This design comes from an exercise in tuning for small area on the open sky130 flow, not from production work.
At most, simulation tests tie the RTL to the original design; equivalence was not proved.
Power figures rest on the tool's default switching activity, not on a simulated workload.

==> branch fjord: inputs <==
==> flow/design.v (excerpt) <==
module reg_file #(
  parameter int XLEN = 32,
  parameter int NREG = 32
) (
  input  logic            Clock,
  input  logic            nReset,
  input  logic            Wreg,
  input  logic [4:0]      rd,
  input  logic [XLEN-1:0] Wdata,
  input  logic [4:0]      rs1,
  input  logic [4:0]      rs2,
  input  logic            use_rs1,
  input  logic            use_rs2,
  input  logic            issue_valid,
  input  logic            issue_wreg,
  input  logic [4:0]      issue_rd,
  input  logic            flush,
  output logic [XLEN-1:0] rdata1,
  output logic [XLEN-1:0] rdata2,
  output logic            stall,
  output logic            pending_any
);
==> module reg_file, before the edit <==
module reg_file #(
  parameter int XLEN = 32,
  parameter int NREG = 32
) (
  input  logic            Clock,
  input  logic            nReset,
  input  logic            Wreg,
  input  logic [4:0]      rd,
  input  logic [XLEN-1:0] Wdata,
  input  logic [4:0]      rs1,
  input  logic [4:0]      rs2,
  input  logic            use_rs1,
  input  logic            use_rs2,
  input  logic            issue_valid,
  input  logic            issue_wreg,
  input  logic [4:0]      issue_rd,
  input  logic            flush,
  output logic [XLEN-1:0] rdata1,
  output logic [XLEN-1:0] rdata2,
  output logic            stall,
  output logic            pending_any
);
  logic [XLEN-1:0] regs [1:NREG-1];
  logic [NREG-1:1] valid;
  logic [1:0]      pend [1:NREG-1];
  logic            retire;
  logic [NREG-1:1] wdec;    
  logic [NREG-1:1] keep;    
  logic [NREG-1:1] dec1;    
  logic [NREG-1:1] dec2;    
  logic [NREG-1:1] deci;    
  logic [NREG-1:1] valid_d;
  logic [NREG-1:1] sel1, sel2;
  assign retire = Wreg && (rd != 5'd0);
  always_comb begin
    for (int r = 1; r < NREG; r++) begin
      wdec[r]    = retire && (rd == 5'(r));
      keep[r]    = !wdec[r];
      dec1[r]    = (rs1 == 5'(r));
      dec2[r]    = (rs2 == 5'(r));
      deci[r]    = (issue_rd == 5'(r));
      valid_d[r] = valid[r] || wdec[r];
      sel1[r]    = dec1[r] && valid_d[r];
      sel2[r]    = dec2[r] && valid_d[r];
    end
  end
  logic [XLEN-1:0] regs_d [1:NREG-1];
  for (genvar r = 1; r < NREG; r++) begin : g_word
    for (genvar b = 0; b < XLEN; b++) begin : g_bit
      reg_file_hold u_hold (
        .w(Wdata[b]), .we(wdec[r]), .keep(keep[r]), .q(regs[r][b]), .d(regs_d[r][b]));
    end
  end
  always_ff @(posedge Clock) begin
    for (int r = 1; r < NREG; r++)
      regs[r] <= regs_d[r];
  end
  for (genvar b = 0; b < XLEN; b++) begin : g_rbit
    logic [NREG-2:0] col;
    always_comb begin
      for (int r = 1; r < NREG; r++)
        col[r-1] = regs_d[r][b];
    end
    reg_file_mux #(.N(NREG-1)) u_rd1 (.sel(sel1), .d(col), .y(rdata1[b]));
    reg_file_mux #(.N(NREG-1)) u_rd2 (.sel(sel2), .d(col), .y(rdata2[b]));
  end
  always_ff @(posedge Clock or negedge nReset) begin
    if (!nReset)
      valid <= '0;
    else
      valid <= valid_d;
  end
  logic [NREG-1:1] hz;      
  logic [NREG-1:1] deci_p1;   
  logic [NREG-1:1] pend_p0;   
  logic [NREG-1:1] up;      
  logic [NREG-1:1] down;    
  logic [1:0]      pend_d [1:NREG-1];
  logic            any1, any2, anyi;
  logic            issue_fire, same, fire_only, retire_only;
  for (genvar r = 1; r < NREG; r++) begin : g_pend
    reg_file_pend u_pend (
      .p(pend[r]), .up(up[r]), .down(down[r]), .keep(keep[r]), .flush(flush),
      .n(pend_d[r]), .hz(hz[r]));
    assign deci_p1[r] = deci[r] && pend[r][1];
    assign pend_p0[r] = pend[r][0];
  end
  reg_file_mux #(.N(NREG-1)) u_hz1 (.sel(dec1), .d(hz), .y(any1));
  reg_file_mux #(.N(NREG-1)) u_hz2 (.sel(dec2), .d(hz), .y(any2));
  reg_file_mux #(.N(NREG-1)) u_full (.sel(deci_p1), .d(pend_p0), .y(anyi));
  assign stall      = issue_valid && !flush &&
                      ((use_rs1 && any1) || (use_rs2 && any2) || (issue_wreg && anyi));
  assign issue_fire = issue_valid && !stall && issue_wreg;
  assign same        = issue_fire && retire && (issue_rd == rd);
  assign fire_only   = issue_fire && !same;
  assign retire_only = retire && !same;
  always_comb begin
    for (int r = 1; r < NREG; r++) begin
      up[r]   = fire_only && deci[r];
      down[r] = retire_only && (rd == 5'(r));
    end
  end
  always_ff @(posedge Clock or negedge nReset) begin
    if (!nReset) begin
      for (int r = 1; r < NREG; r++)
        pend[r] <= 2'd0;
    end else begin
      for (int r = 1; r < NREG; r++)
        pend[r] <= pend_d[r];
    end
  end
  always_comb begin
    pending_any = 1'b0;
    for (int r = 1; r < NREG; r++)
      pending_any = pending_any | (pend[r] != 2'd0);
  end
endmodule
==> module reg_file_pend, before the edit <==
module reg_file_pend (
  input  logic [1:0] p,
  input  logic       up,
  input  logic       down,
  input  logic       keep,
  input  logic       flush,
  output logic [1:0] n,
  output logic       hz
);
  assign n[1] = !flush && (p[0] ? (p[1] || up) : (p[1] && !down));
  assign n[0] = !flush && (p[0] ? !(up || down) : (up || (down && p[1])));
  assign hz   = p[1] || (p[0] && keep);
endmodule
==> module reg_file_mux, before the edit <==
module reg_file_mux #(
  parameter int N = 32
) (
  input  logic [N-1:0] sel,
  input  logic [N-1:0] d,
  output logic         y
);
  localparam int NG = N / 3;
  localparam int NR = N % 3;
  localparam int NT = NG + (NR != 0 ? 1 : 0);
  logic [NT-1:0] g;
  for (genvar k = 0; k < NG; k++) begin : g_aoi
    reg_file_aoi222 u_aoi (.a(sel[3*k +: 3]), .b(d[3*k +: 3]), .y(g[k]));
  end
  if (NR == 2) begin : g_r2
    reg_file_aoi22 u_aoi (.a(sel[N-1 -: 2]), .b(d[N-1 -: 2]), .y(g[NG]));
  end else if (NR == 1) begin : g_r1
    reg_file_nand2 u_nand (.a(sel[N-1]), .b(d[N-1]), .y(g[NG]));
  end
  reg_file_nand #(.N(NT)) u_or (.a(g), .y(y));
endmodule
==> module reg_file_aoi22, before the edit <==
module reg_file_aoi22 (
  input  logic [1:0] a,
  input  logic [1:0] b,
  output logic       y
);
  assign y = ~|(a & b);
endmodule
==> module reg_file_nand2, before the edit <==
module reg_file_nand2 (
  input  logic a,
  input  logic b,
  output logic y
);
  assign y = ~(a & b);
endmodule
==> module reg_file_nand, before the edit <==
module reg_file_nand #(
  parameter int N = 11
) (
  input  logic [N-1:0] a,
  output logic         y
);
  assign y = ~&a;
endmodule
clock: 8.0 ns
lec_check: 0
cap_margin: 0
core_margin: 2
core_utilization: 50
place_density: 0.75
slew_margin: 0
synth_hierarchical: 1
synth_minimum_keep_size: 0
standard.sh (not shown) runs the stock make flow with config.mk's settings and CLKGATE_MAP_FILE= SYNTH_SCRIPT=/design/flow/synth_recipe.tcl, a recipe that flattens the netlist after the stock synthesis.
==> flow/flow/run.sh <==
#!/bin/bash
# Own layout flow: the standard flow (standard.sh), with two changes made
# through ORFS's own variables:
#  - ports are buffered with sky130_fd_sc_hd__buf_1 instead of the default
#    choice (a delay cell);
#  - clock tree synthesis uses clkbuf_4 with small sink clusters and does not
#    insert dummy loads.
# The full output of the run goes to flow_make.log in the work folder; ORFS
# writes each step's log under orfs/logs/.
set -euo pipefail
export BUFFER_PORTS_ARGS="-buffer_cell sky130_fd_sc_hd__buf_1"
export CTS_ARGS="-sink_clustering_enable -repair_clock_nets -dont_use_dummy_load -buf_list sky130_fd_sc_hd__clkbuf_4 -sink_clustering_size 8 -sink_clustering_max_diameter 40"
bash standard.sh finish > flow_make.log 2>&1
==> branch onyx (differences from branch fjord) <==
--- a/flow/design.v
+++ b/flow/design.v
@@ -73,4 +73,3 @@
   logic [NREG-1:1] hz;      
-  logic [NREG-1:1] deci_p1;   
-  logic [NREG-1:1] pend_p0;   
+  logic [NREG-1:1] full;    
   logic [NREG-1:1] up;      
@@ -83,5 +82,3 @@
       .p(pend[r]), .up(up[r]), .down(down[r]), .keep(keep[r]), .flush(flush),
-      .n(pend_d[r]), .hz(hz[r]));
-    assign deci_p1[r] = deci[r] && pend[r][1];
-    assign pend_p0[r] = pend[r][0];
+      .n(pend_d[r]), .hz(hz[r]), .full(full[r]));
   end
@@ -89,3 +86,3 @@
   reg_file_mux #(.N(NREG-1)) u_hz2 (.sel(dec2), .d(hz), .y(any2));
-  reg_file_mux #(.N(NREG-1)) u_full (.sel(deci_p1), .d(pend_p0), .y(anyi));
+  reg_file_mux #(.N(NREG-1)) u_full (.sel(deci), .d(full), .y(anyi));
   assign stall      = issue_valid && !flush &&
@@ -183,3 +180,4 @@
   output logic [1:0] n,
-  output logic       hz
+  output logic       hz,
+  output logic       full
 );
@@ -188,2 +186,3 @@
   assign hz   = p[1] || (p[0] && keep);
+  assign full = p[1] && p[0];
 endmodule
==> flow/flow/run.sh (replaced) <==
#!/bin/bash
# Own layout flow: the standard flow (standard.sh), with two changes made
# through ORFS's own variables:
#  - ports are buffered with sky130_fd_sc_hd__buf_1 instead of the default
#    choice (a delay cell);
#  - clock tree synthesis uses clkbuf_8 with smaller sink clusters and does
#    not insert dummy loads.
# The full output of the run goes to flow_make.log in the work folder; ORFS
# writes each step's log under orfs/logs/.
set -euo pipefail
export BUFFER_PORTS_ARGS="-buffer_cell sky130_fd_sc_hd__buf_1"
export CTS_ARGS="-sink_clustering_enable -repair_clock_nets -dont_use_dummy_load -buf_list sky130_fd_sc_hd__clkbuf_8 -sink_clustering_size 14 -sink_clustering_max_diameter 50"
bash standard.sh finish > flow_make.log 2>&1
--- a/flow/config.mk
+++ b/flow/config.mk
@@ -7,7 +7,6 @@
 export LEC_CHECK = 0
-export CAP_MARGIN = 0
+export CAP_MARGIN = 10
 export CORE_MARGIN = 2
 export CORE_UTILIZATION = 50
-export PLACE_DENSITY = 0.75
-export SLEW_MARGIN = 0
+export SLEW_MARGIN = 10
 export SYNTH_HIERARCHICAL = 1
==> branch garnet (differences from branch fjord) <==
==> flow/design.v (replaced) <==
module reg_file #(
  parameter int XLEN = 32,
  parameter int NREG = 32
) (
  input  logic            Clock,
  input  logic            nReset,
  input  logic            Wreg,
  input  logic [4:0]      rd,
  input  logic [XLEN-1:0] Wdata,
  input  logic [4:0]      rs1,
  input  logic [4:0]      rs2,
  input  logic            use_rs1,
  input  logic            use_rs2,
  input  logic            issue_valid,
  input  logic            issue_wreg,
  input  logic [4:0]      issue_rd,
  input  logic            flush,
  output logic [XLEN-1:0] rdata1,
  output logic [XLEN-1:0] rdata2,
  output logic            stall,
  output logic            pending_any
);
  logic [XLEN-1:0] regs [1:NREG-1];
  logic [NREG-1:1] valid;
  logic [1:0]      pend [1:NREG-1];
  logic            retire;
  logic [NREG-1:1] wdec;    
  logic [NREG-1:1] keep;    
  logic [NREG-1:1] dec1;    
  logic [NREG-1:1] dec2;    
  logic [NREG-1:1] deci;    
  logic [NREG-1:1] rsel;    
  logic [NREG-1:1] sel1, sel2;
  logic            byp1, byp2;
  assign retire = Wreg && (rd != 5'd0);
  always_comb begin
    for (int r = 1; r < NREG; r++) begin
      wdec[r] = retire && (rd == 5'(r));
      keep[r] = !wdec[r];
      dec1[r] = (rs1 == 5'(r));
      dec2[r] = (rs2 == 5'(r));
      deci[r] = (issue_rd == 5'(r));
      rsel[r] = valid[r] && keep[r];
      sel1[r] = dec1[r] && rsel[r];
      sel2[r] = dec2[r] && rsel[r];
    end
  end
  assign byp1 = retire && (rd == rs1);
  assign byp2 = retire && (rd == rs2);
  for (genvar b = 0; b < XLEN; b++) begin : g_rbit
    logic [NREG-1:0] col;
    always_comb begin
      col[0] = Wdata[b];
      for (int r = 1; r < NREG; r++)
        col[r] = regs[r][b];
    end
    reg_file_mux32 u_rd1 (.sel({sel1, byp1}), .d(col), .y(rdata1[b]));
    reg_file_mux32 u_rd2 (.sel({sel2, byp2}), .d(col), .y(rdata2[b]));
  end
  logic [XLEN-1:0] regs_d [1:NREG-1];
  for (genvar r = 1; r < NREG; r++) begin : g_word
    for (genvar b = 0; b < XLEN; b++) begin : g_bit
      reg_file_hold u_hold (
        .w(Wdata[b]), .we(wdec[r]), .keep(keep[r]), .q(regs[r][b]), .d(regs_d[r][b]));
    end
  end
  always_ff @(posedge Clock) begin
    for (int r = 1; r < NREG; r++)
      regs[r] <= regs_d[r];
  end
  always_ff @(posedge Clock or negedge nReset) begin
    if (!nReset)
      valid <= '0;
    else
      valid <= valid | wdec;
  end
  logic [NREG-1:1] hz;      
  logic [NREG-1:1] full;    
  logic [NREG-1:1] ifire;   
  logic [1:0]      pend_d [1:NREG-1];
  logic            any1, any2, anyi;
  logic            issue_fire;
  for (genvar r = 1; r < NREG; r++) begin : g_pend
    reg_file_pend u_pend (
      .p(pend[r]), .inc(ifire[r]), .dec(wdec[r]), .flush(flush),
      .n(pend_d[r]), .hz(hz[r]), .full(full[r]));
  end
  reg_file_mux32 u_hz1 (.sel({dec1, 1'b0}), .d({hz, 1'b0}), .y(any1));
  reg_file_mux32 u_hz2 (.sel({dec2, 1'b0}), .d({hz, 1'b0}), .y(any2));
  reg_file_mux32 u_full (.sel({deci, 1'b0}), .d({full, 1'b0}), .y(anyi));
  assign stall      = issue_valid && !flush &&
                      ((use_rs1 && any1) || (use_rs2 && any2) || (issue_wreg && anyi));
  assign issue_fire = issue_valid && !stall && issue_wreg;
  always_comb begin
    for (int r = 1; r < NREG; r++)
      ifire[r] = issue_fire && deci[r];
  end
  always_ff @(posedge Clock or negedge nReset) begin
    if (!nReset) begin
      for (int r = 1; r < NREG; r++)
        pend[r] <= 2'd0;
    end else begin
      for (int r = 1; r < NREG; r++)
        pend[r] <= pend_d[r];
    end
  end
  always_comb begin
    pending_any = 1'b0;
    for (int r = 1; r < NREG; r++)
      pending_any = pending_any | (pend[r] != 2'd0);
  end
endmodule
module reg_file_hold (
  input  logic w,
  input  logic we,
  input  logic keep,
  input  logic q,
  output logic d
);
  assign d = (w & we) | (q & keep);
endmodule
module reg_file_mux32 (
  input  logic [31:0] sel,
  input  logic [31:0] d,
  output logic        y
);
  logic [10:0] g;
  for (genvar k = 0; k < 10; k++) begin : g_aoi
    reg_file_aoi222 u_aoi (.a(sel[3*k +: 3]), .b(d[3*k +: 3]), .y(g[k]));
  end
  reg_file_aoi222 u_aoi_last (.a({1'b0, sel[31:30]}), .b({1'b0, d[31:30]}), .y(g[10]));
  assign y = ~&g;
endmodule
module reg_file_aoi222 (
  input  logic [2:0] a,
  input  logic [2:0] b,
  output logic       y
);
  assign y = ~|(a & b);
endmodule
module reg_file_pend (
  input  logic [1:0] p,
  input  logic       inc,
  input  logic       dec,
  input  logic       flush,
  output logic [1:0] n,
  output logic       hz,
  output logic       full
);
  logic up, down;
  assign up   = inc && !dec;
  assign down = dec && !inc && (p != 2'd0);
  assign n[0] = !flush && (p[0] ^ (up || down));
  assign n[1] = !flush && (up ? (p[1] || p[0]) : down ? (p[1] && p[0]) : p[1]);
  assign hz   = (p != 2'd0) && !(dec && p == 2'd1);
  assign full = (p == 2'd3);
endmodule
==> flow/run.sh (new file) <==
#!/bin/bash
# synth_recipe.tcl (not shown) runs the flow's synth.tcl, then flattens the netlist and writes it again
# the make line also repeats each setting of config.mk as NAME=value (left out here)
make -C /OpenROAD-flow-scripts/flow DESIGN_CONFIG=/design/flow/config.mk WORK_HOME=/design/flow/orfs CLKGATE_MAP_FILE= SYNTH_SCRIPT=/design/flow/synth_recipe.tcl finish
--- a/flow/config.mk
+++ b/flow/config.mk
@@ -7,7 +7,6 @@
 export LEC_CHECK = 0
-export CAP_MARGIN = 0
+export CAP_MARGIN = 20
 export CORE_MARGIN = 2
-export CORE_UTILIZATION = 50
-export PLACE_DENSITY = 0.75
-export SLEW_MARGIN = 0
+export CORE_UTILIZATION = 40
+export SLEW_MARGIN = 20
 export SYNTH_HIERARCHICAL = 1
removed: flow/flow/run.sh
removed: flow/standard.sh
==> results.txt <==
item                                                 branch onyx   branch garnet    branch fjord
Levels on crit path                                           13               9              11
Die outline area                                      89100 um^2     115000 um^2      90000 um^2
Setup slack of the most critical reg-to-reg path         3.81 ns         3.82 ns         4.34 ns
Gate count of the mapped netlist                            3878            3955            3905
Setup clock skew after layout                          0.0788 ns       0.0146 ns       0.0607 ns
Mean cell area of the mapped netlist                   11.2 um^2       11.3 um^2       11.2 um^2
Hold Startpoint                                        valid[10]       valid[18]               -
Run status                                        finished clean  finished clean  finished clean
Register-to-Register Path Depth                               12              11              11
Switching part of the total                                0.294           0.275           0.299
Maximum level of the CTS H-tree                                3               3               4
Clock buffer instance count of the final layout              116             162             163
Power per Cell Area                                  252 nW/um^2     274 nW/um^2     243 nW/um^2
Instance area at placement                            46700 um^2      49900 um^2      47200 um^2
Layout cell share with drive strength beyond 1             0.111           0.132           0.114
Crit path capture                                     rdata2[15]       rdata2[6]      rdata2[16]
Average routed wire per standard cell                    40.9 um         37.7 um         35.2 um
Finished Core Util                                         0.560           0.486           0.558
RR Startpoint                                         pend[1][0]     pend[17][0]     pend[16][0]
Global-route wire length before repair                    312 mm          316 mm          276 mm
Final wirelength                                          221 mm          227 mm          192 mm
Vias in the first global route                             44.5k           43.4k           41.8k
The RTL of branch fjord was laid out without a check of its function.

-- afterwards: timing with drivers on the ports --
Ports are ideal in the flow. The routed layouts listed here were re-timed in OpenROAD.
Step 1 sets driving cells, clkbuf_16 on the clock port and buf_2 on the other inputs (assumed; they add their load-dependent delay and slew).
Step 2 moves the port delays by t, midway between the first and last clock arrival at a register: inputs arrive t later, outputs are due t later. That takes back most of the time a late clock gives input paths.
Three values: ideal ports, drivers, drivers and shift; two values: the first two.
| run | shift t [ns] | slack for setup (ns) | hold WS [ns] | worst setup path after step 2 | clock arrival spread, ns |
|---|---|---|---|---|---|
| branch fjord | 1.139 | 0.866 / 0.839 / 0.839 | 0.487 / 0.447 / 0.487 | input to output | 0.147 / 0.147 |
| branch onyx | 0.850 | 0.271 / 0.247 / 0.247 | 0.481 / 0.481 / 0.481 | input to output | 0.117 / 0.117 |
| branch garnet | 0.779 | 0.351 / 0.296 / 0.296 | 0.461 / 0.461 / 0.461 | input to output | 0.020 / 0.020 |
After both steps every run listed still meets setup and hold. For branch garnet, which loses most, drivers alone change the setup slack by -0.055 ns; drivers and shift together by -0.055 ns.
